This design comes from an exercise in tuning for small area and a short achievable clock period on the open sky130 flow, not from production work. Where RTL was checked, it was by simulation tests only, not by an equivalence proof against the original. No functional check of the RTL was part of runs 2 to 5. Power is estimated from default activity; no workload was simulated.

### design/flow/design.v
`default_nettype none
package fifo_pkg;
	localparam int SAMPLE_W = 16;
	localparam int HOST_W = 32;
	localparam int LINE_W = 64;
	localparam int SAMPLES_PER_LINE = 4;
	localparam int HOSTS_PER_LINE = 2;
	localparam int RING_LINES = 64;
	localparam int RING_ADDR_W = $clog2(RING_LINES);
	typedef logic [SAMPLE_W-1:0] sample_t;
	typedef logic [HOST_W-1:0] host_word_t;
	typedef union packed {
		sample_t [SAMPLES_PER_LINE-1:0] samples;
		host_word_t [HOSTS_PER_LINE-1:0] words;
	} line_u;
	typedef struct packed {
		logic valid;
		line_u line;
	} line_beat_t;
	typedef logic [31:0] fill_t;
	typedef logic [RING_ADDR_W:0] ring_count_t;
endpackage
`default_nettype wire
`timescale 1ns/1ps
`default_nettype none
module sample_packer (
	input wire logic okClk,
	input wire logic arst_n,
	input wire logic sample_write,
	input fifo_pkg::sample_t sample_in,
	output fifo_pkg::line_beat_t packed_line,
	output logic [1:0] held_samples
);
	logic [1:0] held_q;
	logic beat_valid_q;
	fifo_pkg::line_u fill_line_q;
	fifo_pkg::line_u line_next;
	always_comb begin
		line_next = fill_line_q;
		line_next.samples[held_q] = sample_in;
	end
	always_ff @(posedge okClk or negedge arst_n) begin
		if (!arst_n) begin
			held_q <= 2'd0;
			beat_valid_q <= 1'b0;
		end else begin
			beat_valid_q <= sample_write && (held_q == 2'(fifo_pkg::SAMPLES_PER_LINE - 1));
			if (sample_write) begin
				held_q <= held_q + 2'd1;
			end
		end
	end
	always_ff @(posedge okClk) begin
		if (sample_write) begin
			fill_line_q <= line_next;
		end
	end
	assign packed_line = {beat_valid_q, fill_line_q};
	assign held_samples = held_q;
endmodule
`default_nettype wire
`timescale 1ns/1ps
`default_nettype none
module line_ring (
	input wire logic okClk,
	input wire logic arst_n,
	input fifo_pkg::line_beat_t packed_line,
	input wire logic line_wanted,
	output fifo_pkg::line_beat_t fetched_line,
	output fifo_pkg::ring_count_t ring_lines
);
	logic [fifo_pkg::LINE_W-1:0] ring_mem [fifo_pkg::RING_LINES];
	logic [fifo_pkg::RING_ADDR_W-1:0] wr_ptr;
	logic [fifo_pkg::RING_ADDR_W-1:0] rd_ptr;
	fifo_pkg::ring_count_t count_q;
	logic ring_full;
	logic ring_empty;
	logic do_write;
	logic do_read;
	logic fetch_valid_q;
	fifo_pkg::line_u fetch_line_q;
	assign ring_full = (count_q == fifo_pkg::ring_count_t'(fifo_pkg::RING_LINES));
	assign ring_empty = (count_q == '0);
	assign do_write = packed_line.valid && !ring_full;
	assign do_read = line_wanted && !ring_empty;
	always_ff @(posedge okClk or negedge arst_n) begin
		if (!arst_n) begin
			wr_ptr <= '0;
			rd_ptr <= '0;
			count_q <= '0;
			fetch_valid_q <= 1'b0;
		end else begin
			if (do_write) begin
				wr_ptr <= wr_ptr + fifo_pkg::RING_ADDR_W'(1);
			end
			if (do_read) begin
				rd_ptr <= rd_ptr + fifo_pkg::RING_ADDR_W'(1);
			end
			fetch_valid_q <= do_read;
			case ({do_write, do_read})
				2'b10: count_q <= count_q + fifo_pkg::ring_count_t'(1);
				2'b01: count_q <= count_q - fifo_pkg::ring_count_t'(1);
				default: count_q <= count_q;
			endcase
		end
	end
	always_ff @(posedge okClk) begin
		if (do_write) begin
			ring_mem[wr_ptr] <= packed_line.line;
		end
	end
	always_ff @(posedge okClk) begin
		if (do_read) begin
			fetch_line_q <= ring_mem[rd_ptr];
		end
	end
	assign fetched_line = {fetch_valid_q, fetch_line_q};
	assign ring_lines = count_q;
endmodule
`default_nettype wire
`timescale 1ns/1ps
`default_nettype none
module host_unpacker (
	input wire logic okClk,
	input wire logic arst_n,
	input fifo_pkg::line_beat_t fetched_line,
	input wire logic host_read,
	output logic line_wanted,
	output fifo_pkg::host_word_t host_data,
	output logic [1:0] pending_halves
);
	logic [1:0] held_q;
	logic pending_q;
	logic next_idx;
	fifo_pkg::line_u line_q;
	fifo_pkg::host_word_t host_q;
	assign line_wanted = (held_q == 2'd0) && !pending_q;
	assign next_idx = (held_q == 2'd1);
	always_ff @(posedge okClk or negedge arst_n) begin
		if (!arst_n) begin
			held_q <= 2'd0;
			pending_q <= 1'b1;
			host_q <= '0;
		end else begin
			pending_q <= line_wanted;
			if (fetched_line.valid) begin
				held_q <= 2'(fifo_pkg::HOSTS_PER_LINE);
			end else if (host_read && held_q != 2'd0) begin
				host_q <= line_q.words[next_idx];
				held_q <= held_q - 2'd1;
			end
		end
	end
	always_ff @(posedge okClk) begin
		if (fetched_line.valid) begin
			line_q <= fetched_line.line;
		end
	end
	assign host_data = host_q;
	assign pending_halves = held_q + (fetched_line.valid ? 2'(fifo_pkg::HOSTS_PER_LINE) : 2'd0);
endmodule
`default_nettype wire
`timescale 1ns/1ps
`default_nettype none
module fill_monitor (
	input wire logic okClk,
	input wire logic arst_n,
	input wire logic [1:0] held_samples,
	input fifo_pkg::ring_count_t ring_lines,
	input wire logic [1:0] pending_halves,
	output fifo_pkg::fill_t fill_words
);
	fifo_pkg::fill_t packer_words;
	fifo_pkg::fill_t ring_words;
	fifo_pkg::fill_t host_words;
	fifo_pkg::fill_t fill_next;
	fifo_pkg::fill_t fill_q;
	assign packer_words = fifo_pkg::fill_t'(held_samples);
	assign ring_words = fifo_pkg::fill_t'(ring_lines) * fifo_pkg::fill_t'(fifo_pkg::SAMPLES_PER_LINE);
	assign host_words = fifo_pkg::fill_t'(pending_halves) * fifo_pkg::fill_t'(fifo_pkg::SAMPLES_PER_LINE / fifo_pkg::HOSTS_PER_LINE);
	assign fill_next = packer_words + ring_words + host_words;
	always_ff @(posedge okClk or negedge arst_n) begin
		if (!arst_n) begin
			fill_q <= '0;
		end else begin
			fill_q <= fill_next;
		end
	end
	assign fill_words = fill_q;
endmodule
`default_nettype wire
`timescale 1ns/1ps
`default_nettype none
module stream_fifo_top (
	input wire logic okClk,
	input wire logic arst_n,
	input wire logic sample_write,
	input fifo_pkg::sample_t sample_in,
	input wire logic host_read,
	output fifo_pkg::host_word_t host_data,
	output fifo_pkg::fill_t fill_words
);
	fifo_pkg::line_beat_t packed_line;
	logic [1:0] held_samples;
	fifo_pkg::line_beat_t fetched_line;
	logic line_wanted;
	fifo_pkg::ring_count_t ring_lines;
	logic [1:0] pending_halves;
	sample_packer u_sample_packer (
		.okClk(okClk),
		.arst_n(arst_n),
		.sample_write(sample_write),
		.sample_in(sample_in),
		.packed_line(packed_line),
		.held_samples(held_samples)
	);
	line_ring u_line_ring (
		.okClk(okClk),
		.arst_n(arst_n),
		.packed_line(packed_line),
		.line_wanted(line_wanted),
		.fetched_line(fetched_line),
		.ring_lines(ring_lines)
	);
	host_unpacker u_host_unpacker (
		.okClk(okClk),
		.arst_n(arst_n),
		.fetched_line(fetched_line),
		.host_read(host_read),
		.line_wanted(line_wanted),
		.host_data(host_data),
		.pending_halves(pending_halves)
	);
	fill_monitor u_fill_monitor (
		.okClk(okClk),
		.arst_n(arst_n),
		.held_samples(held_samples),
		.ring_lines(ring_lines),
		.pending_halves(pending_halves),
		.fill_words(fill_words)
	);
endmodule
`default_nettype wire
### design/flow/run.sh
#!/bin/bash
# synth_recipe.tcl (not shown) runs the flow's synth.tcl, then flattens the netlist and writes it again
# the make line also repeats each setting of config.mk as NAME=value (left out here)
make -C /OpenROAD-flow-scripts/flow DESIGN_CONFIG=/design/flow/config.mk WORK_HOME=/design/flow/orfs CLKGATE_MAP_FILE= SYNTH_SCRIPT=/design/flow/synth_recipe.tcl finish
### design/flow/config.mk
export PLATFORM = sky130hd
export DESIGN_NAME = stream_fifo_top
export DESIGN_NICKNAME = stream_fifo_top
export VERILOG_FILES = /design/flow/design.v
export SDC_FILE = /design/flow/constraint.sdc
export NUM_CORES = 4
export LEC_CHECK = 0
export CAP_MARGIN = 20
export CORE_MARGIN = 2
export CORE_UTILIZATION = 40
export SLEW_MARGIN = 20
export SYNTH_MEMORY_MAX_BITS = 8192
### design/flow/constraint.sdc
create_clock -name core_clock -period 4.5 [get_ports {okClk}]
set_input_delay 0.9000 -clock core_clock [delete_from_list [all_inputs] [get_ports {okClk}]]
set_output_delay 0.9000 -clock core_clock [all_outputs]
set_load 0.01 [all_outputs]
==> flow_summary.yaml, run 1 <==
status:
  status: "complete, no violations"
logic_synthesis:
  synth_edf_count: 4288
  yosys.area_share.simple_pct: 1.756
  synth-seq-area-share_pct: 79.02
  syn_avg_cell_area_um2: 21.83
  syn_inst: 7565
  ys_types: 54
  syn_area_mm2: 0.1651
  synthMuxAreaShare_pct: 14.01
  synth_xor_area_share_pct: 0.1220
  synthFlopType: "edfxtp_1"
  synth_top_family_by_area: "multiplexers"
  yosysWarnings: 4
  ys_ff_latch: 4356
  synth_compound_area_share_pct: 3.433
  ys_async_sr_fraction_pct: 1.561
  synthAdderAreaFrac_pct: 0.1531
cts:
  cts_resized: 0
  max-clock-path-buffers: 4
  ctsHtreeMaxLevel: 5
  clkTransAtPathRegs_ns: 0.06
  cts.sinks: 4356
  numCtsBuffers: 440
  cts_tree: "done"
  cts_setup_buffers: 0
  clock_latency_ns: 1.03
  ctsRootBufferMaster: "clkbuf_16"
sta:
  fin_skew_ns: 0.06464
  fin_ws_ns: 0.8432
  clock.fmax_mhz: 273.5
  period_minus_slack_ns: 3.657
  hold_violations: 0
  finalSetupViolCount: 0
  tightest_slew_ns: 1.153
  fin_hold_ws_ns: 0.3652
  rsz0062_at_grt: "no"
  slew-limit-headroom_pct: 22.87
  fin_setup_tns_ns: 0
  drv_slew: 0
  min_period_over_period_pct: 81.26
layout:
  nFillCells: 33740
  area_growth_pct: 15.20
  drive_above_1_share_pct: 24.40
  final_common_cell: "edfxtp_1"
  multi_input_area_mm2: 0.03290
  final_nets: 8114
  regArea_mm2: 0.1305
  final_cell_mix: "edfxtp_1, mux4_2, clkbuf_16, a22oi_1, buf_4"
  fin_cells: 13900
detailed_routing:
  wirelength_um: 468400
  vias_per_cell: 5.961
  dr.pass1.iters: 8
  wl_per_cell_um: 33.70
  post-route-drc-count: 0
  postRouteAntennaNets: 0
  first_iter_violations: 11660
  via_count: 82850
worst_setup_path:
  cp.required_ns: 5.24
  crit_arrival_ns: 4.40
  cp_top_family: "flip-flops"
  path_cells: "buf_4 -> buf_4 -> mux4_2 -> o22ai_1 -> nor2_1 -> o21ai_0 -> a21boi_1"
  slowest_delay_ns: 1.07
  endpoint_kind: "flop"
  cp-start-kind: "flop"
  crit_fanout: 33
  crit_buf_inv: 2
  worst_path_max_delay_cell: "dfrtp_4"
  worstSetupPathType: "reg -> reg"
  cpMostUsedCell: "buf_4"
grt:
  grt_pass1_wl_um: 649600
  grt_max_degree: 81
  track_usage_pct: 22.10
  grt_pass1_vias: 82410
  antenna_found_initial: 29
  grt_overflow: 0
placement:
  port_buffers: 61
  gp_congestion: 0.8038
  placed_cells: 13080
  hpwl_um: 251900
  pre_cts_slack_ns: 0.7984
die:
  initial_core_util_pct: 40.22
  dieArea_mm2: 0.4179
  fp.dieW_um: 646.5
  die_h_um: 646.5
  io_pins: 84
  num_rows: 235
  coreArea_mm2: 0.4105
pwr:
  p_int_uw: 82980
  switching_share_pct: 29.76
  seq_power_share_pct: 43.5
  pwr-share-clk_pct: 30.3
  netSwitchingPower_uw: 35160
  pwr-share-comb_pct: 26.2
  irDropWorstVdd_v: 0.0005017
  p_leak_uw: 0.05983
  power_density_mw_per_mm2: 621.1
flow_run:
  maxCapViolCount: 0
min_path:
  hp-class: "reg -> reg"
[metal layers]
metal / wire, um / part of all wire, % / GRT usage, % / vias to the layer above
met5: 37 / 0.0079 / 0 / -
met4: 14470 / 3.1 / 6.563 / 6
met3: 45740 / 9.8 / 4.474 / 753
met2: 221100 / 47 / 35.00 / 4275
met1: 187100 / 40 / 31.04 / 45110
li1: - / - / - / 32700
[power by group through the flow]
stage	registers [uW]	clock network, uW	logic (uW)
detailed placement	52300	0	31000
floorplan	53600	0	18100
global route	51500	37800	32900
CTS	51500	36300	31100
global placement	52200	0	30400
finish	51400	35800	30900
[final cells by class]
class	count	share of cell area, %
Multi-Input combinational cell	2718	17.30
Clock inverter	250	1.214
Clock buffer	557	6.163
Sequential cell	4356	68.60
Antenna cell	8	0.01053
Timing Repair Buffer	483	2.979
Inverter	76	0.1500
Tap cell	5451	3.586
[worst register-to-register path, delay by kind of cell, from the launching register on]
kind	cells	cell delay (ns)
flops	1	1.07
mux	1	0.62
compound gates	3	0.62
simple gates	1	0.11
buf+inv	2	0.97
[kinds of logic after synthesis]
group | count (synthesis)
xor gates and xnor gates | 23
adders and majority gates | 19
buffers and inverters | 512
and+or+nand+nor | 676
AOI/OAI and AO/OA | 791
DFF | 4356
muxes | 1187
other | 1
[flip-flops by register name, summed over array words and instances (netlist names)]
| register | cells |
|---|---|
| u_fill_monitor.fill_q | 10 |
| u_host_unpacker.held_q | 2 |
| u_host_unpacker.host_q | 32 |
| u_host_unpacker.line_q | 64 |
| u_host_unpacker.pending_q | 1 |
| u_line_ring.count_q | 7 |
| u_line_ring.fetch_line_q | 64 |
| u_line_ring.fetch_valid_q | 1 |
| u_line_ring.rd_ptr | 6 |
| u_line_ring.ring_mem | 4096 |
| u_line_ring.wr_ptr | 6 |
| u_sample_packer.beat_valid_q | 1 |
| u_sample_packer.fill_line_q | 64 |
| u_sample_packer.held_q | 2 |
[final timing paths]
| path | startpoint | endpoint | slack [ns] | cells after the start |
|---|---|---|---|---|
| min in group asynchronous | arst_n | u_line_ring.count_q[0]$_DFFE_PN0P_ | 0.42 | 2 |
| setup reg to reg | u_line_ring.rd_ptr[0]$_DFFE_PN0P_ | u_line_ring.fetch_line_q[12]$_DFFE_PP_ | 0.84 | 7 |
| hold reg to reg | u_line_ring.fetch_line_q[41]$_DFFE_PP_ | u_host_unpacker.line_q[41]$_DFFE_PP_ | 0.37 | 0 |
| hold / removal | u_line_ring.fetch_line_q[41]$_DFFE_PP_ | u_host_unpacker.line_q[41]$_DFFE_PP_ | 0.37 | 0 |
| setup / recovery | u_line_ring.rd_ptr[0]$_DFFE_PN0P_ | u_line_ring.fetch_line_q[12]$_DFFE_PP_ | 0.84 | 7 |
| max in group asynchronous | arst_n | u_host_unpacker.host_q[18]$_DFFE_PN0P_ | 3.41 | 3 |
[timing repair]
action                                  CTS  global route
endpoints found under the setup margin    0             0
hold endpoints to repair                  0            22
hold buffers                              0             1
[through the flow]
stage | total power [uW] | util [%] | area [um2]
2_1_floorplan | 71690 | - | 165200
3_3_place_gp | 82670 | 42.88 | 176000
3_5_place_dp | 83380 | 42.89 | 176100
4_1_cts | 118800 | 46.31 | 190100
5_1_grt | 122200 | 46.34 | 190200
6_report | 118100 | 46.34 | 190200
[synthesized netlist by cell type, drive strengths merged, types with 65 or more instances]
master / number / area, um2
o21ai: 105 / 525.5
a22o: 72 / 630.6
edfxtp: 4288 / 128800
mux4: 896 / 20180
dfrtp: 67 / 1677
nand2: 129 / 484.2
buf: 251 / 1496
mux2i: 253 / 2532
nand3: 102 / 510.5
clkbuf: 185 / 694.4
o22ai: 82 / 513.0
nor3: 65 / 325.3
a22oi: 294 / 2207
inv: 76 / 285.3
nor2: 336 / 1261
==> inputs of run 2 (changes only) <==
==> design/flow/design.v (replaced) <==
`timescale 1ns/1ps
`default_nettype none
module stream_fifo_top (
	input wire logic okClk,
	input wire logic arst_n,
	input wire logic sample_write,
	input wire logic [15:0] sample_in,
	input wire logic host_read,
	output logic [31:0] host_data,
	output logic [31:0] fill_words
);
	logic [1:0] pk_held;    
	logic beat;             
	logic [6:0] count;      
	logic fetch_v;          
	logic [1:0] up_held;    
	logic pending;          
	logic [7:0] wp;         
	logic [7:0] wp_n;       
	logic [6:0] rw;         
	logic [31:0] host_q;
	logic [8:0] fill_q;
	logic [4095:0] mem_q;
	logic [4095:0] mem_d;
	logic [255:0] slot_we;
	logic [255:0] slot_keep;
	logic [127:0] word_sel;
	logic [31:0] rdata;
	logic wanted, do_write, do_read, rd_ok;
	logic [8:0] fill_next;
	assign wanted = (up_held == 2'd0) && !pending;
	assign do_write = beat && (count != 7'd64);
	assign do_read = wanted && (count != 7'd0);
	assign rd_ok = host_read && (up_held != 2'd0) && !fetch_v;
	assign fill_next = {7'd0, pk_held} + {count, 2'b00} + {6'd0, up_held, 1'b0} + {6'd0, fetch_v, 2'b00};
	always_ff @(posedge okClk or negedge arst_n) begin
		if (!arst_n) begin
			pk_held <= 2'd0;
			beat <= 1'b0;
			count <= 7'd0;
			fetch_v <= 1'b0;
			up_held <= 2'd0;
			pending <= 1'b1;
			wp <= 8'd0;
			wp_n <= 8'hff;
			rw <= 7'd0;
			host_q <= 32'd0;
			fill_q <= 9'd0;
		end else begin
			beat <= sample_write && (pk_held == 2'd3);
			if (sample_write) pk_held <= pk_held + 2'd1;
			case ({do_write, do_read})
				2'b10: count <= count + 7'd1;
				2'b01: count <= count - 7'd1;
				default: count <= count;
			endcase
			fetch_v <= do_read;
			pending <= wanted;
			if (fetch_v) begin
				up_held <= 2'd2;
			end else if (rd_ok) begin
				up_held <= up_held - 2'd1;
				host_q <= rdata;
				rw <= rw + 7'd1;
			end
			if (sample_write) begin
				wp <= wp + 8'd1;
				wp_n <= wp_n - 8'd1;
			end
			fill_q <= fill_next;
		end
	end
	always_comb begin
		for (int k = 0; k < 256; k++) begin
			slot_we[k] = sample_write && (wp == 8'(k));
			slot_keep[k] = !sample_write || (wp_n != ~8'(k));
		end
		for (int k = 0; k < 256; k++) begin
			mem_d[16*k +: 16] = (mem_q[16*k +: 16] & {16{slot_keep[k]}}) | (sample_in & {16{slot_we[k]}});
		end
	end
	always_comb begin
		for (int w = 0; w < 128; w++) begin
			word_sel[w] = (rw == 7'(w));
		end
		rdata = '0;
		for (int w = 0; w < 128; w++) begin
			rdata = rdata | (mem_q[32*w +: 32] & {32{word_sel[w]}});
		end
	end
	always_ff @(posedge okClk) begin
		mem_q <= mem_d;
	end
	assign host_data = host_q;
	assign fill_words = {23'd0, fill_q};
endmodule
`default_nettype wire
--- a/design/flow/config.mk
+++ b/design/flow/config.mk
@@ -8,5 +8,8 @@
 export CAP_MARGIN = 20
 export CORE_MARGIN = 2
-export CORE_UTILIZATION = 40
+export CORE_UTILIZATION = 55
+export CTS_BUF_LIST = sky130_fd_sc_hd__clkbuf_4 sky130_fd_sc_hd__clkbuf_8
+export PLACE_DENSITY = 0.7
+export SETUP_SLACK_MARGIN = 2.0
 export SLEW_MARGIN = 20
 export SYNTH_MEMORY_MAX_BITS = 8192
==> flow_summary.yaml, run 2 <==
cts:
  cts.sinks: 4174
  max-clock-path-buffers: 4
  numCtsBuffers: 670
  ctsHtreeMaxLevel: 6
  ctsRootBufferMaster: "clkbuf_8"
placement:
  dpl_cell_area_mm2: 0.1660
  hpwl_um: 794500
  port_buffers: 60
  gp_congestion: 1.369
  placed_cells: 17450
status:
  status: "did not finish"
  error_line: "[ERROR GRT-0116] Global routing finished with congestion. Check the congestion regions in the DRC Viewer."
  stop_stage: "global routing"
logic_synthesis:
  synth_edf_count: 0
  syn_area_mm2: 0.1524
  synth-seq-area-share_pct: 55.11
  syn_avg_cell_area_um2: 11.04
  synthFlopType: "dfxtp_1"
  synth_commonest_cells: "a22o_1, dfxtp_1, a22oi_1"
  syn_inst: 13800
  ys_types: 82
  synth_area_leaders: "dfxtp_1, a22o_1, a22oi_1"
  yosysWarnings: 1
  ys_async_sr_fraction_pct: 1.869
  synth_area_leader_cell: "dfxtp_1"
  ys_ff_latch: 4174
  yosys.area.top_type_share_pct: 53.82
  yosysMostFrequentCell: "a22o_1"
die:
  die_h_um: 530.3
  num_rows: 193
  initial_core_util_pct: 55.20
  fp.dieW_um: 530.3
  io_pins: 84
grt:
  grt_pass1_wl_um: 1753000
  grt_overflow: 1790
  track_usage_pct: 89.91
  grt_max_degree: 87
  grt_pass1_vias: 180200
==> run 2: changes by cell type after synthesis, sizes merged, moves of 264 or more <==
cell	previous run	this run
a22o	72	4359
a22oi	294	1354
nand2	129	529
edfxtp	4288	0
nand4	2	266
dfxtp	0	4096
mux4	896	0
clkbuf	185	1213
==> run 2: kinds of logic after synthesis <==
| logic type | after synthesis | synth area share (%) |
|---|---|---|
| AOI/OAI and AO/OA | 6200 | 34.30 |
| xor gates and xnor gates | 33 | 0.1897 |
| adders and majority gates | 27 | 0.2365 |
| buffers and inverters | 1553 | 4.166 |
| DFF | 4174 | 55.11 |
| muxes | 41 | 0.2833 |
| other | 1 | 0.002461 |
| and+or+nand+nor | 1773 | 5.717 |
==> run 2: metal layers <==
metal	GRT usage, %	GRT overflow
met5	77.93	67
met4	83.24	395
met3	86.62	369
met2	94.45	597
met1	91.80	362
==> run 2: power groups by stage <==
stage / Sequential (uW) / Combinational (uW) / Clock, uW
after global placement: 44000 / 13900 / 0
after floorplan: 42400 / 7110 / 0
after detailed placement: 44100 / 14200 / 0
after CTS: 43200 / 15800 / 35500
==> run 2: stage by stage <==
stage               setup slack (ns)  power (uW)
floorplan                      2.002       49550
global placement             -0.5059       57950
detailed placement           0.01882       58300
CTS                            1.121       94530
==> run 2: worst max-delay path by stage <==
stage	cells after the start	start	to
CTS	12	rw[0]$_DFFE_PN0P_	host_q[15]$_DFFE_PN0P_
global placement	12	rw[0]$_DFFE_PN0P_	host_q[15]$_DFFE_PN0P_
floorplan	10	rw[1]$_DFFE_PN0P_	host_q[30]$_DFFE_PN0P_
detailed placement	10	rw[3]$_DFFE_PN0P_	host_q[12]$_DFFE_PN0P_
==> run 2: timing repair <==
item                                     CTS
endpoints found under the setup margin  3541
setup buffers                            188
cloned                                     2
hold buffers                               1
pin swaps                                111
gates resized for setup                  385
endpoints found under the hold margin     37
==> inputs of run 3 (changes only) <==
--- a/design/flow/design.v
+++ b/design/flow/design.v
@@ -16,15 +16,15 @@
 	logic [1:0] up_held;    
 	logic pending;          
-	logic [7:0] wp;         
-	logic [7:0] wp_n;       
+	logic [15:0] wsel_lo;
+	logic [15:0] wsel_hi;
 	logic [6:0] rw;         
+	logic [7:0] sel_lo;     
+	logic [7:0] sel_hi;     
 	logic [31:0] host_q;
 	logic [8:0] fill_q;
-	logic [4095:0] mem_q;
-	logic [4095:0] mem_d;
-	logic [255:0] slot_we;
-	logic [255:0] slot_keep;
-	logic [127:0] word_sel;
-	logic [31:0] rdata;
+	logic [15:0] mem [256];
+	logic [63:0] line_q;
+	logic [63:0] grp_rd [8];
+	logic [63:0] line_rd;
 	logic wanted, do_write, do_read, rd_ok;
 	logic [8:0] fill_next;
@@ -42,6 +42,6 @@
 			up_held <= 2'd0;
 			pending <= 1'b1;
-			wp <= 8'd0;
-			wp_n <= 8'hff;
+			wsel_lo <= 16'd1;
+			wsel_hi <= 16'd1;
 			rw <= 7'd0;
 			host_q <= 32'd0;
@@ -61,34 +61,36 @@
 			end else if (rd_ok) begin
 				up_held <= up_held - 2'd1;
-				host_q <= rdata;
+				host_q <= rw[0] ? line_q[63:32] : line_q[31:0];
 				rw <= rw + 7'd1;
 			end
 			if (sample_write) begin
-				wp <= wp + 8'd1;
-				wp_n <= wp_n - 8'd1;
+				wsel_lo <= {wsel_lo[14:0], wsel_lo[15]};
+				if (wsel_lo[15]) wsel_hi <= {wsel_hi[14:0], wsel_hi[15]};
 			end
 			fill_q <= fill_next;
 		end
 	end
-	always_comb begin
+	always_ff @(posedge okClk) begin
 		for (int k = 0; k < 256; k++) begin
-			slot_we[k] = sample_write && (wp == 8'(k));
-			slot_keep[k] = !sample_write || (wp_n != ~8'(k));
+			if (sample_write && wsel_hi[k / 16] && wsel_lo[k % 16]) mem[k] <= sample_in;
 		end
-		for (int k = 0; k < 256; k++) begin
-			mem_d[16*k +: 16] = (mem_q[16*k +: 16] & {16{slot_keep[k]}}) | (sample_in & {16{slot_we[k]}});
+		for (int i = 0; i < 8; i++) begin
+			sel_lo[i] <= (rw[3:1] == 3'(i));
+			sel_hi[i] <= (rw[6:4] == 3'(i));
 		end
+		line_q <= line_rd;
 	end
 	always_comb begin
-		for (int w = 0; w < 128; w++) begin
-			word_sel[w] = (rw == 7'(w));
+		for (int g = 0; g < 8; g++) begin
+			grp_rd[g] = '0;
+			for (int i = 0; i < 8; i++) begin
+				grp_rd[g] = grp_rd[g] | ({64{sel_lo[i]}} &
+					{mem[{3'(g), 3'(i), 2'd3}], mem[{3'(g), 3'(i), 2'd2}], mem[{3'(g), 3'(i), 2'd1}], mem[{3'(g), 3'(i), 2'd0}]});
+			end
 		end
-		rdata = '0;
-		for (int w = 0; w < 128; w++) begin
-			rdata = rdata | (mem_q[32*w +: 32] & {32{word_sel[w]}});
+		line_rd = '0;
+		for (int g = 0; g < 8; g++) begin
+			line_rd = line_rd | ({64{sel_hi[g]}} & grp_rd[g]);
 		end
-	end
-	always_ff @(posedge okClk) begin
-		mem_q <= mem_d;
 	end
 	assign host_data = host_q;
--- a/design/flow/config.mk
+++ b/design/flow/config.mk
@@ -8,7 +8,7 @@
 export CAP_MARGIN = 20
 export CORE_MARGIN = 2
-export CORE_UTILIZATION = 55
-export CTS_BUF_LIST = sky130_fd_sc_hd__clkbuf_4 sky130_fd_sc_hd__clkbuf_8
-export PLACE_DENSITY = 0.7
+export CORE_UTILIZATION = 40
+export CTS_CLUSTER_DIAMETER = 100
+export CTS_CLUSTER_SIZE = 30
 export SETUP_SLACK_MARGIN = 2.0
 export SLEW_MARGIN = 20
==> flow_summary.yaml, run 3 <==
status:
  status: "complete, no violations"
die:
  die_h_um: 625.1
  io_pins: 84
  num_rows: 228
  initial_core_util_pct: 40.10
  dieArea_mm2: 0.3908
  coreArea_mm2: 0.3848
  fp.dieW_um: 625.1
sta:
  tightest_slew_ns: 1.220
  slew-limit-headroom_pct: 18.69
  drv_slew: 0
  hold_violations: 0
  period_minus_slack_ns: 2.566
  fin_setup_tns_ns: 0
  finalSetupViolCount: 0
  clock.fmax_mhz: 389.7
  min_period_over_period_pct: 57.02
  fin_skew_ns: 0.04971
  rsz0062_at_grt: "yes"
grt:
  track_usage_pct: 23.17
  grt_pass1_vias: 80470
  grt_overflow: 0
  antenna_found_initial: 27
  grt_pass1_wl_um: 644100
  grt_max_degree: 137
layout:
  multi_input_area_mm2: 0.02457
  largest_registers: "mem (4096), line_q (64), host_q (32)"
  largest_reg_flops: 4096
  regArea_mm2: 0.1271
  area_growth_pct: 7.666
  regMostFlops: "mem"
  final_cell_mix: "edfxtp_1, a22oi_1, nand4_1, and3_1, clkbuf_16"
  final_common_cell: "edfxtp_1"
  final_nets: 8153
  nFillCells: 32820
  drive_above_1_share_pct: 6.938
  final_area_mm2: 0.1661
detailed_routing:
  wirelength_um: 468100
  dr.pass1.iters: 9
  via_count: 85870
  post-route-drc-count: 0
  vias_per_cell: 6.454
  postRouteAntennaNets: 0
  first_iter_violations: 15160
  wl_per_cell_um: 35.18
worst_setup_path:
  crit_fanout: 103
  worstSetupPathType: "reg -> reg"
  cp.required_ns: 5.29
  cp-start-kind: "flop"
  crit_arrival_ns: 3.36
  endpoint_kind: "flop"
cts:
  cts.sinks: 4270
  clkTransAtPathRegs_ns: 0.12
  ctsHtreeMaxLevel: 4
  clock_latency_ns: 0.93
  max-clock-path-buffers: 4
  cts_tree: "done"
  numCtsBuffers: 166
  ctsRootBufferMaster: "clkbuf_16"
logic_synthesis:
  yosysMostFrequentCell: "edfxtp_1"
  synth_edf_count: 4096
  synth-seq-area-share_pct: 82.27
  ys_types: 49
  synth_area_leader_cell: "edfxtp_1"
  yosys.area.top_type_share_pct: 79.70
  syn_area_mm2: 0.1543
  synth_commonest_cells: "edfxtp_1, a22oi_1, nand4_1"
  ys_ff_latch: 4270
  syn_avg_cell_area_um2: 18.67
  synth_area_leaders: "edfxtp_1, a22oi_1, nand4_1"
  ys_async_sr_fraction_pct: 2.201
  syn_inst: 8267
  yosysWarnings: 3
  synthFlopType: "edfxtp_1"
pwr:
  power_density_mw_per_mm2: 531.5
  irDropWorstVdd_v: 0.0003921
  p_leak_uw: 0.04976
placement:
  port_buffers: 60
  hpwl_um: 278500
  dpl_cell_area_mm2: 0.1609
  gp_congestion: 0.9157
min_path:
  hp-class: "reg -> reg"
flow_run:
  maxCapViolCount: 0
## run 3: report_power, final
part | total, uW | internal [uW] | switching [uW]
logic | 23400 | 6980 | 16500
registers | 46000 | 44200 | 1840
clock network | 18900 | 7210 | 11700
## run 3: routing by layer
layer,vias up,part of all wire [%],GRT usage [%]
li1,34450,-,-
met1,44830,38,32.42
met2,5849,47,37.03
met3,738,11,3.810
met4,11,3.7,7.577
met5,-,0.018,0
## run 3: final timing paths
check | from | slack [ns] | endpoint | cells after the start
worst max-delay path | sel_lo[3]$_DFF_P_ | 1.93 | line_q[0]$_DFF_P_ | 5
worst min-delay path | pk_held[0]$_DFFE_PN0P_ | 0.45 | fill_q[0]$_DFF_PN0_ | 0
worst max register to register | sel_lo[3]$_DFF_P_ | 1.93 | line_q[0]$_DFF_P_ | 5
worst min register to register | pk_held[0]$_DFFE_PN0P_ | 0.45 | fill_q[0]$_DFF_PN0_ | 0
max in group asynchronous | arst_n | 3.03 | host_q[10]$_DFFE_PN0P_ | 3
min in group asynchronous | arst_n | 0.54 | fill_q[7]$_DFF_PN0_ | 2
## run 3: area by class of cell
class                   count  share of cell area [%]
diodes                     30                 0.04518
clock buffers             253                   2.748
clock inverters            13                 0.08585
inverters                   8                 0.01807
multi-input cells        3393                   14.79
flip-flops and latches   4270                   76.48
well taps                5060                   3.810
repair buffers            279                   2.027
## run 3: cells by family after synthesis
group / after synthesis / synth area share, %
buf+inv: 626 / 2.022
other cells: 1 / 0.002430
fa+ha+maj: 15 / 0.1362
flops: 4270 / 82.27
simple gates: 915 / 3.650
compound gates: 2373 / 11.49
mux: 50 / 0.3381
xor+xnor: 17 / 0.09648
## run 3: per-stage QoR
stage | instances | hold slack (ns) | setup slack (ns) | total power, uW | util [%]
3_3_place_gp | 12990 | 0.4458 | 1.314 | 69190 | 41.81
5_1_grt | 13280 | 0.4476 | 1.898 | 90540 | 43.16
3_5_place_dp | 12990 | 0.4425 | 1.236 | 69330 | 41.81
4_1_cts | 13270 | 0.4426 | 1.896 | 87800 | 43.11
6_report | 13310 | 0.4531 | 1.934 | 88310 | 43.17
2_1_floorplan | 8289 | 0.3956 | 2.021 | 58070 | -
## run 3: worst max-delay path, cell delays in order (launching register included)
cell	delay (ns)
dfxtp_4	0.55
buf_12	0.30
a22oi_1	0.47
nand4_1	0.21
a22oi_1	0.52
nand4_1	0.16
## run 3: timing repair
action	in CTS	in global routing
hold endpoints to repair	26	0
hold buffers	1	0
resized for setup	222	27
pin swaps	9	10
setup buffers	14	3
endpoints found under the setup margin	162	61
==> inputs of run 4 (changes only) <==
--- a/design/flow/design.v
+++ b/design/flow/design.v
@@ -13,6 +13,9 @@
 	logic beat;             
 	logic [6:0] count;      
+	logic [6:0] count_up;   
+	logic [6:0] count_dn;   
 	logic fetch_v;          
 	logic [1:0] up_held;    
+	logic up_empty;         
 	logic pending;          
 	logic [15:0] wsel_lo;
@@ -29,8 +32,8 @@
 	logic wanted, do_write, do_read, rd_ok;
 	logic [8:0] fill_next;
-	assign wanted = (up_held == 2'd0) && !pending;
-	assign do_write = beat && (count != 7'd64);
+	assign wanted = up_empty && !pending;
+	assign do_write = beat;
 	assign do_read = wanted && (count != 7'd0);
-	assign rd_ok = host_read && (up_held != 2'd0) && !fetch_v;
+	assign rd_ok = host_read && !up_empty && !fetch_v;
 	assign fill_next = {7'd0, pk_held} + {count, 2'b00} + {6'd0, up_held, 1'b0} + {6'd0, fetch_v, 2'b00};
 	always_ff @(posedge okClk or negedge arst_n) begin
@@ -39,6 +42,9 @@
 			beat <= 1'b0;
 			count <= 7'd0;
+			count_up <= 7'd1;
+			count_dn <= 7'h7f;
 			fetch_v <= 1'b0;
 			up_held <= 2'd0;
+			up_empty <= 1'b1;
 			pending <= 1'b1;
 			wsel_lo <= 16'd1;
@@ -51,7 +57,15 @@
 			if (sample_write) pk_held <= pk_held + 2'd1;
 			case ({do_write, do_read})
-				2'b10: count <= count + 7'd1;
-				2'b01: count <= count - 7'd1;
-				default: count <= count;
+				2'b10: begin
+					count <= count_up;
+					count_up <= count_up + 7'd1;
+					count_dn <= count;
+				end
+				2'b01: begin
+					count <= count_dn;
+					count_up <= count;
+					count_dn <= count_dn - 7'd1;
+				end
+				default: ;
 			endcase
 			fetch_v <= do_read;
@@ -59,6 +73,8 @@
 			if (fetch_v) begin
 				up_held <= 2'd2;
+				up_empty <= 1'b0;
 			end else if (rd_ok) begin
 				up_held <= up_held - 2'd1;
+				up_empty <= (up_held == 2'd1);
 				host_q <= rw[0] ? line_q[63:32] : line_q[31:0];
 				rw <= rw + 7'd1;
==> flow_summary.yaml, run 4 <==
logic_synthesis:
  syn_inst: 8344
  synth_area_leader_cell: "edfxtp_1"
  ys_types: 43
  ys_ff_latch: 4285
  synth-seq-area-share_pct: 82.47
  synthFlopType: "edfxtp_1"
  ys_async_sr_fraction_pct: 2.544
  synth_edf_count: 4096
  synth_area_leaders: "edfxtp_1, a22oi_1, nand4_1"
  syn_avg_cell_area_um2: 18.51
  yosysMostFrequentCell: "edfxtp_1"
  synth_commonest_cells: "edfxtp_1, a22oi_1, nand4_1"
  yosysWarnings: 3
  syn_area_mm2: 0.1544
  yosys.area.top_type_share_pct: 79.66
layout:
  largest_reg_flops: 4096
  fin_cells: 13380
  nFillCells: 33020
  final_common_cell: "edfxtp_1"
  largest_registers: "mem (4096), line_q (64), host_q (32)"
  multi_input_area_mm2: 0.02465
  final_cell_mix: "edfxtp_1, a22oi_1, nand4_1, and3_1, clkbuf_16"
  drive_above_1_share_pct: 6.926
  area_growth_pct: 8.118
  regMostFlops: "mem"
  final_nets: 8218
  regArea_mm2: 0.1275
  postLayoutCoreUtil_pct: 43.35
cts:
  clock_latency_ns: 0.91
  postCtsHoldBufs: 0
  numCtsBuffers: 168
  clkTransAtPathRegs_ns: 0.12
  max-clock-path-buffers: 4
  ctsHtreeMaxLevel: 4
  cts_tree: "done"
  cts.sinks: 4285
  ctsRootBufferMaster: "clkbuf_16"
sta:
  min_period_over_period_pct: 57.33
  hold_violations: 0
  period_minus_slack_ns: 2.580
  tightest_slew_ns: 1.233
  finalSetupViolCount: 0
  drv_slew: 0
  rsz0062_at_grt: "yes"
  clock.fmax_mhz: 387.6
  fin_setup_tns_ns: 0
  slew-limit-headroom_pct: 17.79
  fin_skew_ns: 0.07271
detailed_routing:
  post-route-drc-count: 0
  vias_per_cell: 6.363
  first_iter_violations: 14170
  wl_per_cell_um: 34.17
  dr.pass1.iters: 8
  postRouteAntennaNets: 0
  via_count: 85150
  wirelength_um: 457300
die:
  die_h_um: 625.3
  io_pins: 84
  dieArea_mm2: 0.3910
  fp.dieW_um: 625.3
  coreArea_mm2: 0.3851
  num_rows: 228
  initial_core_util_pct: 40.09
grt:
  grt_pass1_vias: 79670
  grtUsageMet1_pct: 32.16
  grt_max_degree: 137
  grtUsageMet2_pct: 36.56
  busiest_layer: "met2"
  grt_overflow: 0
  track_usage_pct: 22.59
  grt_pass1_wl_um: 631100
  use_met3_pct: 3.353
  antenna_found_initial: 31
status:
  status: "complete, no violations"
worst_setup_path:
  cp-start-kind: "flop"
  endpoint_kind: "flop"
  cp.required_ns: 5.26
  crit_fanout: 98
  reg2reg_slack_ns: 1.92
  worstSetupPathType: "reg -> reg"
  crit_arrival_ns: 3.34
min_path:
  hp-class: "in -> async"
flow_run:
  maxCapViolCount: 0
pwr:
  p_total_uw: 88490
  irDropWorstVdd_v: 0.0004285
  p_leak_uw: 0.05012
  power_density_mw_per_mm2: 530.1
placement:
  gp_congestion: 0.8974
  hpwl_um: 269000
  port_buffers: 60
  placed_cells: 13040
-- run 4: metal layers --
metal / routed length [um] / up-vias
met5: 48 / -
met4: 12730 / 8
met3: 48150 / 543
met2: 217700 / 5395
met1: 178700 / 44490
li1: - / 34710
-- run 4: path summary, 6_finish.rpt --
| check | startpoint | endpoint | cells past startpoint |
|---|---|---|---|
| max in group asynchronous | arst_n | host_q[9]$_DFFE_PN0P_ | 2 |
| worst max-delay path | sel_lo[0]$_DFF_P_ | line_q[0]$_DFF_P_ | 5 |
| worst min register to register | pk_held[0]$_DFFE_PN0P_ | fill_q[0]$_DFF_PN0_ | 0 |
| worst max register to register | sel_lo[0]$_DFF_P_ | line_q[0]$_DFF_P_ | 5 |
| worst min-delay path | arst_n | count_up[3]$_DFFE_PN0P_ | 1 |
| min in group core_clock | sample_in[1] | mem[245][1]$_DFFE_PP_ | 1 |
-- run 4: cell type report --
cell class,instances,area share [%]
Sequential cell,4285,76.35
Multi-Input combinational cell,3444,14.77
Tap cell,5060,3.792
Clock buffer,273,2.843
Timing Repair Buffer,278,2.083
Clock inverter,12,0.1139
Antenna cell,20,0.02998
Inverter,10,0.02473
-- run 4: stage by stage --
step	hold WS (ns)	cell area, um2	setup slack, ns
3_5_place_dp	0.4325	161300	1.396
5_1_grt	0.02328	166900	1.924
2_1_floorplan	0.3956	154500	2.079
3_3_place_gp	0.4320	161300	1.440
6_report	0.008701	166900	1.920
4_1_cts	0.0009751	166500	1.817
-- run 4: power breakdown --
part           switching [uW]  internal, uW  leakage (uW)  total [uW]
registers                1700         44400        0.0387       46100
logic                   16100          7000       0.00902       23100
clock network           11800          7500       0.00236       19300
-- run 4: cell families after synthesis --
| kind of cell | after synthesis | synth area share (%) |
|---|---|---|
| compound gates | 2399 | 11.56 |
| simple gates | 940 | 3.706 |
| xor+xnor | 13 | 0.07374 |
| other cells | 1 | 0.002429 |
| buf+inv | 637 | 1.697 |
| mux | 58 | 0.3898 |
| fa+ha+maj | 11 | 0.09886 |
| flops | 4285 | 82.47 |
-- run 4: critical path, stage by stage (launching register included) --
cell and delay [ns]:
dfxtp_4 0.54, buf_12 0.26, a22oi_1 0.50, nand4_1 0.19, a22oi_1 0.49, nand4_1 0.22
-- run 4: repair_timing --
action | in CTS | in global routing
endpoints found under the hold margin | 0 | 0
setup buffers | 12 | 18
setup endpoints to repair | 182 | 100
cloned | 0 | 1
gates resized for setup | 197 | 25
pin swaps | 0 | 2
==> inputs of run 5 (changes only) <==
--- a/design/flow/config.mk
+++ b/design/flow/config.mk
@@ -8,5 +8,5 @@
 export CAP_MARGIN = 20
 export CORE_MARGIN = 2
-export CORE_UTILIZATION = 40
+export CORE_UTILIZATION = 48
 export CTS_CLUSTER_DIAMETER = 100
 export CTS_CLUSTER_SIZE = 30
==> flow_summary.yaml, run 5 <==
detailed_routing:
  wl_per_cell_um: 35.44
  postRouteAntennaNets: 0
  via_count: 84780
  highest-signal-layer: "met5"
  wirelength_um: 447800
  met1Wirelength_um: 178800
  met3WireLength_um: 46390
  first_iter_violations: 13720
  dr.pass1.iters: 8
  vias_per_cell: 6.710
  post-route-drc-count: 0
  dr_wl_met2_um: 209000
cts:
  clock_latency_ns: 0.93
  cts.sinks: 4285
  cts_tree: "done"
  clkTransAtPathRegs_ns: 0.12
  max-clock-path-buffers: 4
  numCtsBuffers: 166
  ctsRootBufferMaster: "clkbuf_16"
  ctsHtreeMaxLevel: 4
grt:
  track_usage_pct: 26.75
  grt_pass1_vias: 79440
  grt_overflow: 0
  grt_pass1_wl_um: 619700
  grt_max_degree: 130
  antenna_found_initial: 31
logic_synthesis:
  yosysMostFrequentCell: "edfxtp_1"
  syn_avg_cell_area_um2: 18.51
  synth_area_leaders: "edfxtp_1, a22oi_1, nand4_1"
  syn_inst: 8344
  synth_edf_count: 4096
  synth_commonest_cells: "edfxtp_1, a22oi_1, nand4_1"
  ys_types: 43
  ys_async_sr_fraction_pct: 2.544
  syn_area_mm2: 0.1544
  synth_area_leader_cell: "edfxtp_1"
  ys_ff_latch: 4285
  yosysWarnings: 3
  synth-seq-area-share_pct: 82.47
  synthFlopType: "edfxtp_1"
  yosys.area.top_type_share_pct: 79.66
sta:
  min_period_over_period_pct: 58.92
  tightest_slew_ns: 1.241
  fin_setup_tns_ns: 0
  period_minus_slack_ns: 2.651
  clock.fmax_mhz: 377.2
  drv_slew: 0
  finalSetupViolCount: 0
  fin_hold_ws_ns: 0.3767
  slew-limit-headroom_pct: 17.27
  fin_skew_ns: 0.06466
  rsz0062_at_grt: "yes"
  hold_violations: 0
layout:
  final_cell_mix: "edfxtp_1, a22oi_1, nand4_1, and3_1, clkbuf_16"
  final_common_cell: "edfxtp_1"
  largest_reg_flops: 4096
  drive_above_1_share_pct: 7.007
  regMostFlops: "mem"
  final_nets: 8221
  largest_registers: "mem (4096), line_q (64), host_q (32)"
  final_area_mm2: 0.1659
  nFillCells: 25450
  area_growth_pct: 7.452
min_path:
  hp-class: "in -> reg"
  hp-start: "sample_in[4]"
die:
  initial_core_util_pct: 48.16
  fp.dieW_um: 571.2
  dieArea_mm2: 0.3262
  io_pins: 84
  num_rows: 208
  coreArea_mm2: 0.3206
  die_h_um: 571.2
worst_setup_path:
  cp-start-kind: "flop"
  crit_arrival_ns: 3.40
  cp.required_ns: 5.25
  reg2reg_from: "sel_lo[3]$_DFF_P_"
  endpoint_kind: "flop"
  startpoint: "sel_lo[3]$_DFF_P_"
  crit_fanout: 56
  worstSetupPathType: "reg -> reg"
pwr:
  p_leak_uw: 0.05006
  power_density_mw_per_mm2: 529.5
  irDropWorstVdd_v: 0.0005672
flow_run:
  maxCapViolCount: 0
placement:
  gp_congestion: 0.8788
  port_buffers: 60
  dpl_cell_area_mm2: 0.1606
  hpwl_um: 260300
status:
  status: "complete, no violations"
-- run 5: layout make-up --
cell class,count,area (um2),share of cell area [%]
Antenna cell,24,60.06,0.03620
Timing Repair Buffer,283,3441,2.074
Clock inverter,9,131.4,0.07918
Inverter,10,41.29,0.02489
Clock buffer,275,4691,2.827
Sequential cell,4285,127400,76.81
Tap cell,4305,5386,3.246
Multi-Input combinational cell,3444,24730,14.91
-- run 5: layer usage --
metal,track usage [%],up-vias
met2,41.50,5116
met3,4.347,543
met4,7.840,4
met5,0,-
li1,-,34710
met1,39.23,44410
-- run 5: path summary, 6_finish.rpt --
kind / depth (start not counted) / slack [ns] / to
max in group asynchronous: 3 / 2.99 / up_empty$_DFFE_PN1P_
min in group asynchronous: 2 / 0.51 / count_up[6]$_DFFE_PN0P_
hold / removal: 1 / 0.38 / mem[17][4]$_DFFE_PP_
setup / recovery: 6 / 1.85 / line_q[38]$_DFF_P_
setup reg to reg: 6 / 1.85 / line_q[38]$_DFF_P_
hold reg to reg: 0 / 0.47 / fill_q[0]$_DFF_PN0_
-- run 5: critical path, cell delays in order, from the launching register on --
cell and delay, ns:
dfxtp_4 0.53, buf_12 0.28, buf_4 0.29, a22oi_1 0.26, nand4_1 0.19, a22oi_1 0.72
nand4_1 0.17
-- run 5: power by group --
part           switching [uW]  internal (uW)  leakage (uW)
Combinational           15800           6950       0.00900
Clock                   11700           7330       0.00230
Sequential               1630          44400        0.0388
-- run 5: kinds of logic (layout without fill, tap and decap cells) --
logic type      after synthesis  in the layout  share of synthesized area [%]
compound gates             2399           2399                          11.56
other cells                   1             47                       0.002429
buf+inv                     637            577                          1.697
mux                          58             58                         0.3898
simple gates                940            940                          3.706
flops                      4285           4285                          82.47
fa+ha+maj                    11             11                        0.09886
xor+xnor                     13             13                        0.07374
-- run 5: timing repair --
item,CTS,global route
hold endpoints to repair,21,0
resized for setup,182,34
hold buffers,1,0
buffers inserted,11,13
pin swaps,2,6
setup endpoints to repair,316,183
-- run 5: stage by stage --
step | setup slack (ns) | std cells | total power (uW) | utilization [%]
2_1_floorplan | 2.079 | 8366 | 58020 | -
3_3_place_gp | 1.433 | 12300 | 68790 | 50.08
3_5_place_dp | 1.370 | 12300 | 68930 | 50.08
4_1_cts | 1.895 | 12600 | 87400 | 51.64
5_1_grt | 1.903 | 12620 | 90350 | 51.73
6_report | 1.849 | 12640 | 87850 | 51.75
==> inputs of run 6 (changes only) <==
--- a/design/flow/design.v
+++ b/design/flow/design.v
@@ -22,6 +22,8 @@
 	logic [15:0] wsel_hi;
 	logic [6:0] rw;         
-	logic [7:0] sel_lo;     
+	logic [7:0] sel_lo_a;
+	logic [7:0] sel_lo_b;
 	logic [7:0] sel_hi;     
+	logic [6:0] rw_nx;
 	logic [31:0] host_q;
 	logic [8:0] fill_q;
@@ -36,4 +38,5 @@
 	assign do_read = wanted && (count != 7'd0);
 	assign rd_ok = host_read && !up_empty && !fetch_v;
+	assign rw_nx = rd_ok ? rw + 7'd1 : rw;
 	assign fill_next = {7'd0, pk_held} + {count, 2'b00} + {6'd0, up_held, 1'b0} + {6'd0, fetch_v, 2'b00};
 	always_ff @(posedge okClk or negedge arst_n) begin
@@ -78,5 +81,5 @@
 				up_empty <= (up_held == 2'd1);
 				host_q <= rw[0] ? line_q[63:32] : line_q[31:0];
-				rw <= rw + 7'd1;
+				rw <= rw_nx;
 			end
 			if (sample_write) begin
@@ -92,5 +95,11 @@
 		end
 		for (int i = 0; i < 8; i++) begin
-			sel_lo[i] <= (rw[3:1] == 3'(i));
+			sel_lo_a[i] <= (rw_nx[3:1] == 3'(i));
+			sel_lo_b[i] <= (rw[3:1] == 3'(i));
+		end
+		for (int i = 0; i < 4; i++) begin
+			sel_hi[i] <= (rw_nx[6:4] == 3'(i));
+		end
+		for (int i = 4; i < 8; i++) begin
 			sel_hi[i] <= (rw[6:4] == 3'(i));
 		end
@@ -101,5 +110,5 @@
 			grp_rd[g] = '0;
 			for (int i = 0; i < 8; i++) begin
-				grp_rd[g] = grp_rd[g] | ({64{sel_lo[i]}} &
+				grp_rd[g] = grp_rd[g] | ({64{(g < 4) ? sel_lo_a[i] : sel_lo_b[i]}} &
 					{mem[{3'(g), 3'(i), 2'd3}], mem[{3'(g), 3'(i), 2'd2}], mem[{3'(g), 3'(i), 2'd1}], mem[{3'(g), 3'(i), 2'd0}]});
 			end
--- a/design/flow/config.mk
+++ b/design/flow/config.mk
@@ -8,5 +8,5 @@
 export CAP_MARGIN = 20
 export CORE_MARGIN = 2
-export CORE_UTILIZATION = 48
+export CORE_UTILIZATION = 40
 export CTS_CLUSTER_DIAMETER = 100
 export CTS_CLUSTER_SIZE = 30
==> flow_summary.yaml, run 6 <==
worst_setup_path:
  cp.required_ns: 3.60
  reg2reg_from: "sel_lo_a[7]$_DFF_P_"
  worst_path_max_delay_cell: "dfrtp_2"
  startpoint: "host_q[15]$_DFFE_PN0P_"
  path_cells: "clkbuf_2"
  cp-start-kind: "flop"
  reg2regPathDepth: 5
  crit_fanout: 2
  endpoint_kind: "output pin"
  path_depth: 1
  crit_arrival_ns: 1.71
  slowest_delay_ns: 0.58
  crit_buf_inv: 1
  cp_top_family: "flip-flops"
  worstSetupPathType: "reg -> out"
placement:
  pre_cts_slack_ns: 1.362
  gp_congestion: 0.8869
  hpwl_um: 259000
  port_buffers: 60
grt:
  grt_pass1_vias: 80180
  grt_pass1_wl_um: 621500
  antenna_found_initial: 37
  track_usage_pct: 22.05
  grt_max_degree: 106
  grt_overflow: 0
layout:
  final_common_cell: "edfxtp_1"
  regMostFlops: "mem"
  nFillCells: 32890
  final_nets: 8242
  area_growth_pct: 8.168
  largest_reg_flops: 4096
  drive_above_1_share_pct: 7.034
  final_cell_mix: "edfxtp_1, a22oi_1, nand4_1, and3_1, clkbuf_16"
  largest_registers: "mem (4096), line_q (64), host_q (32)"
sta:
  min_period_over_period_pct: 58.09
  rsz0062_at_grt: "yes"
  period_minus_slack_ns: 2.614
  fin_hold_ws_ns: 0.05384
  fin_setup_tns_ns: 0
  clock.fmax_mhz: 382.5
  tightest_slew_ns: 1.234
  hold_violations: 0
  drv_slew: 0
  fin_skew_ns: 0.06442
  fin_ws_ns: 1.886
  finalSetupViolCount: 0
  slew-limit-headroom_pct: 17.72
die:
  fp.dieW_um: 625.5
  io_pins: 84
  num_rows: 228
  initial_core_util_pct: 40.12
  dieArea_mm2: 0.3913
  die_h_um: 625.5
  coreArea_mm2: 0.3851
logic_synthesis:
  syn_inst: 8363
  yosys.area.top_type_share_pct: 79.61
  ys_async_sr_fraction_pct: 2.539
  yosysWarnings: 3
  synth_area_leaders: "edfxtp_1, a22oi_1, nand4_1"
  synth-seq-area-share_pct: 82.52
  synth_commonest_cells: "edfxtp_1, a22oi_1, nand4_1"
  synth_area_leader_cell: "edfxtp_1"
  syn_area_mm2: 0.1545
  yosysMostFrequentCell: "edfxtp_1"
  ys_ff_latch: 4293
  synth_edf_count: 4096
  ys_types: 51
  syn_avg_cell_area_um2: 18.48
  synthFlopType: "edfxtp_1"
cts:
  cts.sinks: 4293
  numCtsBuffers: 169
  cts_tree: "done"
  max-clock-path-buffers: 4
  ctsHtreeMaxLevel: 4
  clkTransAtPathRegs_ns: 0.11
  ctsRootBufferMaster: "clkbuf_16"
  clock_latency_ns: 0.94
pwr:
  irDropWorstVdd_v: 0.0004570
  p_leak_uw: 0.05035
  power_density_mw_per_mm2: 512.6
detailed_routing:
  wl_per_cell_um: 33.40
  via_count: 85080
  dr.pass1.iters: 8
  wirelength_um: 447800
  postRouteAntennaNets: 0
  vias_per_cell: 6.346
  post-route-drc-count: 0
  first_iter_violations: 14770
flow_run:
  maxCapViolCount: 0
status:
  status: "complete, no violations"
min_path:
  hp-class: "in -> async"
-- run 6: timing repair --
item                       CTS  global route
hold buffers                 0             0
gates resized for setup    192            30
setup buffers               17             5
pin swaps                    1             4
setup endpoints to repair  270           135
-- run 6: final timing paths --
check                                          endpoint  slack [ns]
worst max-delay path                      host_data[15]        1.89
worst min-delay path                fill_q[7]$_DFF_PN0_        0.05
worst max register to register       line_q[25]$_DFF_P_        1.92
worst min register to register      fill_q[0]$_DFF_PN0_        0.46
max in group asynchronous       wsel_hi[12]$_DFFE_PN0P_        3.39
min in group core_clock            mem[61][4]$_DFFE_PP_        0.46
-- run 6: layer usage --
metal  share of wire, %  up-vias  global-route usage (%)
met3                 11      559                   3.708
met5              0.011        -                       0
met1                 39    44460                   31.42
met4                3.2        8                   6.567
li1                   -    34780                       -
met2                 47     5274                   34.83
-- run 6: stage by stage --
step                util [%]  std cells  power (uW)  cell area [um2]
floorplan                  -       8385       56080           154600
global placement       41.95      13080       65990           161600
detailed placement     41.96      13080       66140           161600
CTS                    43.33      13390       85140           166900
global route           43.39      13390       87830           167100
finish                 43.40      13410       85660           167100
-- run 6: logic make-up (layout without fill, tap and decap cells) --
kind of cell	Yosys count	after routing	share of synthesized area [%]
AO/OA/AOI/OAI	2404	2404	11.58
XOR/XNOR	13	13	0.07369
adder cells (fa/ha/maj)	11	11	0.09880
buffers and inverters	632	578	1.595
flip-flops	4293	4293	82.52
multiplexers	57	57	0.3846
other	1	38	0.002427
AND/OR/NAND/NOR	952	952	3.740
-- run 6: power breakdown --
group	leakage, uW	total, uW	internal [uW]	switching, uW
Sequential	0.0389	46700	44500	2250
Clock	0.00240	19400	7550	11800
Combinational	0.00906	19600	5830	13700
-- run 6: layout make-up --
| type | instances | area, um2 | share of cell area [%] |
|---|---|---|---|
| Inverter | 15 | 60.06 | 0.03593 |
| Timing Repair Buffer | 272 | 3239 | 1.938 |
| Sequential cell | 4293 | 127600 | 76.36 |
| Antenna cell | 15 | 37.54 | 0.02246 |
| Tap cell | 5060 | 6331 | 3.788 |
| Multi-Input combinational cell | 3460 | 24830 | 14.85 |
| Clock buffer | 276 | 4800 | 2.872 |
| Clock inverter | 15 | 215.2 | 0.1288 |
==> inputs of run 7 (changes only) <==
--- a/design/flow/config.mk
+++ b/design/flow/config.mk
@@ -9,7 +9,7 @@
 export CORE_MARGIN = 2
 export CORE_UTILIZATION = 40
-export CTS_CLUSTER_DIAMETER = 100
-export CTS_CLUSTER_SIZE = 30
-export SETUP_SLACK_MARGIN = 2.0
+export CTS_CLUSTER_DIAMETER = 80
+export CTS_CLUSTER_SIZE = 25
+export SETUP_SLACK_MARGIN = 2.3
 export SLEW_MARGIN = 20
 export SYNTH_MEMORY_MAX_BITS = 8192
==> flow_summary.yaml, run 7 <==
status:
  status: "complete, no violations"
sta:
  fin_setup_tns_ns: 0
  clock.fmax_mhz: 400.1
  tightest_slew_ns: 1.259
  hold_violations: 0
  period_minus_slack_ns: 2.499
  fin_skew_ns: 0.06291
  slew-limit-headroom_pct: 16.04
  rsz0062_at_grt: "yes"
  min_period_over_period_pct: 55.54
  finalSetupViolCount: 0
  drv_slew: 0
  fin_hold_ws_ns: 0.4480
detailed_routing:
  vias_per_cell: 6.375
  wirelength_um: 475900
  post-route-drc-count: 0
  postRouteAntennaNets: 0
  first_iter_violations: 13380
  via_count: 86900
  dr.pass1.iters: 6
  wl_per_cell_um: 34.91
worst_setup_path:
  path_depth: 1
  reg2reg_from: "sel_lo_b[3]$_DFF_P_"
  cp.required_ns: 3.60
  endpoint_kind: "output pin"
  reg2regPathDepth: 5
  startpoint: "host_q[10]$_DFFE_PN0P_"
  crit_buf_inv: 1
  worstReg2RegEnd: "line_q[25]$_DFF_P_"
  reg2reg_slack_ns: 2.19
  crit_fanout: 2
  slowest_delay_ns: 0.51
  cp-start-kind: "flop"
  path_cells: "buf_6"
  cp_top_family: "flip-flops"
  worstSetupPathType: "reg -> out"
  setup.worst_path.end: "host_data[10]"
  worst_path_max_delay_cell: "dfrtp_2"
  crit_arrival_ns: 1.60
die:
  io_pins: 84
  coreArea_mm2: 0.3851
  die_h_um: 625.5
  initial_core_util_pct: 40.12
  fp.dieW_um: 625.5
  dieArea_mm2: 0.3913
  num_rows: 228
pwr:
  p_leak_uw: 0.05148
  power_density_mw_per_mm2: 523.1
  irDropWorstVdd_v: 0.0005313
logic_synthesis:
  synthAdderAreaFrac_pct: 0.09879
  yosysMostFrequentCell: "edfxtp_1"
  yosysWarnings: 3
  synth-seq-area-share_pct: 82.52
  ys_async_sr_fraction_pct: 2.539
  synthMuxAreaShare_pct: 0.3846
  yosys.area_share.simple_pct: 3.740
  synth_commonest_cells: "edfxtp_1, a22oi_1, nand4_1"
  ys_types: 51
  synthFlopType: "edfxtp_1"
  syn_inst: 8363
  ys_ff_latch: 4293
  syn_avg_cell_area_um2: 18.48
  yosys.area.top_type_share_pct: 79.61
  syn_area_mm2: 0.1545
  synth_edf_count: 4096
  synth_xor_area_share_pct: 0.07369
  synth_area_leaders: "edfxtp_1, a22oi_1, nand4_1"
  synth_compound_area_share_pct: 11.58
  synth_top_family_by_area: "compound AO/OA/AOI/OAI gates"
  synth_area_leader_cell: "edfxtp_1"
layout:
  final_nets: 8445
  fin_cells: 13630
  final_common_cell: "edfxtp_1"
  area_growth_pct: 11.36
  regMostFlops: "mem"
  largest_reg_flops: 4096
  largest_registers: "mem (4096), line_q (64), host_q (32)"
  final_cell_mix: "edfxtp_1, a22oi_1, nand4_1, and3_4, buf_4"
  nFillCells: 32370
  drive_above_1_share_pct: 13.98
min_path:
  hp-class: "in -> reg"
placement:
  placed_cells: 13120
  gp_congestion: 0.8752
  hpwl_um: 261600
  port_buffers: 60
flow_run:
  maxCapViolCount: 0
grt:
  grt_max_degree: 105
  track_usage_pct: 23.38
  grt_pass1_wl_um: 649100
  grt_pass1_vias: 81700
  antenna_found_initial: 14
  grt_overflow: 0
cts:
  clkTransAtPathRegs_ns: 0.10
  cts_tree: "done"
  cts.sinks: 4293
  numCtsBuffers: 198
  max-clock-path-buffers: 4
  clock_latency_ns: 0.95
  ctsHtreeMaxLevel: 4
  ctsRootBufferMaster: "clkbuf_16"
run 7: worst min path at each step:
stage / start / endpoint / cells past startpoint
after CTS: sample_in[7] / mem[243][7]$_DFFE_PP_ / 1
final: sample_in[7] / mem[194][7]$_DFFE_PP_ / 1
after global routing: sample_in[7] / mem[194][7]$_DFFE_PP_ / 1
after global placement: pk_held[0]$_DFFE_PN0P_ / fill_q[0]$_DFF_PN0_ / 0
after detailed placement: pk_held[0]$_DFFE_PN0P_ / fill_q[0]$_DFF_PN0_ / 0
after floorplan: pk_held[0]$_DFFE_PN0P_ / fill_q[0]$_DFF_PN0_ / 0
run 7: report_power, final:
group | total [uW] | internal [uW] | switching, uW | leakage (uW)
combinational | 22500 | 7150 | 15400 | 0.00982
sequential | 46600 | 44500 | 2080 | 0.0389
clock | 20900 | 8700 | 12200 | 0.00279
total | 90000 | 60300 | 29700 | 0.0515
run 7: cell type report:
| cell class | instances | area, um2 | share of cell area, % |
|---|---|---|---|
| flip-flops and latches | 4293 | 127700 | 74.19 |
| multi-input cells | 3460 | 26700 | 15.52 |
| well taps | 5060 | 6331 | 3.679 |
| clock buffers | 329 | 5614 | 3.263 |
| repair buffers | 446 | 5455 | 3.170 |
| clock inverters | 22 | 237.7 | 0.1382 |
| inverters | 15 | 60.06 | 0.03490 |
| diodes | 6 | 15.01 | 0.008726 |
run 7: timing repair:
| action | in CTS | in global routing |
|---|---|---|
| resized for setup | 326 | 120 |
| hold endpoints to repair | 12 | 0 |
| endpoints found under the setup margin | 544 | 148 |
| pin swaps | 14 | 57 |
| hold buffers | 1 | 0 |
| gates cloned | 7 | 3 |
| buffers inserted | 98 | 45 |
run 7: logic make-up (layout without fill, tap and decap cells):
family | Yosys count | count (layout)
simple gates | 952 | 952
xor+xnor | 13 | 13
mux | 57 | 57
fa+ha+maj | 11 | 11
compound gates | 2404 | 2404
other cells | 1 | 29
flops | 4293 | 4293
buf+inv | 632 | 812
run 7: stage by stage:
stage,cell area [um2],util [%],total power (uW),setup slack (ns)
after detailed placement,163100,42.36,66830,1.629
after global routing,172100,44.67,92050,1.977
final,172100,44.68,90000,2.001
after global placement,163100,42.36,66710,1.577
after CTS,170900,44.39,88780,1.923
after floorplan,155800,-,56120,2.300
run 7: routing by layer:
layer,GRT usage (%),vias to the layer above,routed length (um)
met4,8.497,2,19200
met5,0,-,11
li1,-,35260,-
met2,36.14,5188,218200
met3,4.158,656,50570
met1,33.23,45800,188000
==> inputs of run 8 (changes only) <==
--- a/design/flow/config.mk
+++ b/design/flow/config.mk
@@ -14,2 +14,3 @@
 export SLEW_MARGIN = 20
 export SYNTH_MEMORY_MAX_BITS = 8192
+export TNS_END_PERCENT = 10
==> flow_summary.yaml, run 8 <==
worst_setup_path:
  endpoint_kind: "output pin"
  cp_top_family: "flip-flops"
  cp.required_ns: 3.60
  crit_arrival_ns: 1.63
  reg2reg_slack_ns: 2.01
  reg2reg_from: "wsel_lo[15]$_DFFE_PN0P_"
  worst_path_max_delay_cell: "dfrtp_2"
  reg2regPathDepth: 1
  worstReg2RegEnd: "mem[127][6]$_DFFE_PP_"
  crit_fanout: 2
die:
  num_rows: 228
  coreArea_mm2: 0.3851
  fp.dieW_um: 625.5
  dieArea_mm2: 0.3913
  initial_core_util_pct: 40.12
sta:
  fin_setup_tns_ns: 0
  fin_ws_ns: 1.971
  clock.fmax_mhz: 395.4
  drv_slew: 0
  hold_violations: 0
  finalSetupViolCount: 0
  slew-limit-headroom_pct: 16.25
  fin_skew_ns: 0.04768
  tightest_slew_ns: 1.256
cts:
  max-clock-path-buffers: 4
  clkTransAtPathRegs_ns: 0.10
  cts_tree: "done"
  ctsHtreeMaxLevel: 4
  ctsRootBufferMaster: "clkbuf_16"
logic_synthesis:
  ys_ff_latch: 4293
  synth_area_leaders: "edfxtp_1, a22oi_1, nand4_1"
  yosys.area.top_type_share_pct: 79.61
  synth_area_leader_cell: "edfxtp_1"
  synth_commonest_cells: "edfxtp_1, a22oi_1, nand4_1"
  synthFlopType: "edfxtp_1"
  syn_inst: 8363
  ys_types: 51
  synth_edf_count: 4096
  ys_async_sr_fraction_pct: 2.539
  yosysMostFrequentCell: "edfxtp_1"
status:
  status: "complete, no violations"
detailed_routing:
  post-route-drc-count: 0
  postRouteAntennaNets: 0
  wl_per_cell_um: 33.63
  via_count: 85710
  wirelength_um: 456800
  first_iter_violations: 12220
grt:
  grt_overflow: 0
  busiest_layer: "met2"
  grt_pass1_vias: 81410
  use_met3_pct: 4.274
  grtUsageMet2_pct: 35.57
  track_usage_pct: 22.60
  antenna_found_initial: 25
  grtUsageMet1_pct: 31.93
  grt_max_degree: 160
layout:
  final_nets: 8370
  area_growth_pct: 9.940
  largest_registers: "mem (4096), line_q (64), host_q (32)"
  regMostFlops: "mem"
  drive_above_1_share_pct: 11.47
  largest_reg_flops: 4096
  final_cell_mix: "edfxtp_1, a22oi_1, nand4_1, and3_2, clkbuf_16"
  final_common_cell: "edfxtp_1"
min_path:
  hp-start: "sample_in[15]"
  hp-class: "in -> reg"
  whs_path_depth: 1
pwr:
  p_leak_uw: 0.05133
flow_run:
  maxCapViolCount: 0
placement:
  hpwl_um: 247300
  port_buffers: 60
==> run 8: cell count changes in the layout (fill, tap and decap cells not counted), moves of 18 or more <==
cell / change
buf_12: -25
and3_2: +193
buf_4: -38
a22oi_1: +113
and3_4: -210
diode_2: +36
dfrtp_1: +20
a22oi_2: -113
dfrtp_2: -18
==> run 8: cell families after synthesis <==
logic type                 Yosys count  synth area share (%)
adders and majority gates           11               0.09880
buffers and inverters              632                 1.595
and+or+nand+nor                    952                 3.740
other                                1              0.002427
AOI/OAI and AO/OA                 2404                 11.58
xor gates and xnor gates            13               0.07369
muxes                               57                0.3846
DFF                               4293                 82.52
==> run 8: worst max path at each step <==
stage                                start                   end  slack [ns]  cells after the start
floorplan                     sample_write  mem[15][0]$_DFFE_PP_        2.16                      3
global placement                 host_read     sel_hi[1]$_DFF_P_        1.29                      7
detailed placement               host_read     sel_hi[1]$_DFF_P_        1.34                      7
CTS                 host_q[31]$_DFFE_PN0P_         host_data[31]        1.90                      1
global route        host_q[31]$_DFFE_PN0P_         host_data[31]        1.94                      1
finish              host_q[31]$_DFFE_PN0P_         host_data[31]        1.97                      1
==> run 8: final cells by class <==
class,instances,area (um2)
Multi-Input combinational cell,3460,25290
Clock inverter,32,394.1
Inverter,15,60.06
Tap cell,5060,6331
Sequential cell,4293,127600
Antenna cell,42,105.1
Fill cell,32750,215300
Timing Repair Buffer,367,4479
Clock buffer,315,5583
==> run 8: per-layer routing <==
metal | part of all wire [%] | routed length (um)
met5 | 0.0090 | 41
met4 | 3.2 | 14610
met3 | 11 | 47980
met2 | 47 | 213400
met1 | 40 | 180700
==> run 8: timing repair <==
action                                  4_1_cts  5_1_grt
cloned                                       11        0
pin swaps                                    15        0
gates resized for setup                     272        8
endpoints found under the setup margin     1083      994
buffers inserted                            100        0
hold endpoints to repair                     42        0
hold buffers                                  1        0
==> run 8: where the power goes <==
group	internal [uW]	switching, uW	total (uW)
Sequential	44500	1980	46500
Combinational	6700	14500	21200
Clock	8790	12200	21000
==> run 8: through the flow <==
stage	total power (uW)	std cells	utilization [%]	instance area, um2	hold slack, ns
5_1_grt	91040	13580	44.10	169900	0.3955
6_report	88670	13580	44.11	169900	0.4282
3_5_place_dp	66270	13080	42.03	161900	0.4294
3_3_place_gp	66040	13080	42.03	161800	0.4110
2_1_floorplan	56080	8385	-	155000	0.3956
4_1_cts	88440	13540	44.08	169700	0.3791

Setup slack of run 8, layout unchanged: 1.971 ns with ideal ports, 1.851 ns with driving cells assumed (clock clkbuf_16, inputs buf_2), 1.300 ns with port delays also shifted by the 1.032 ns mid clock arrival.
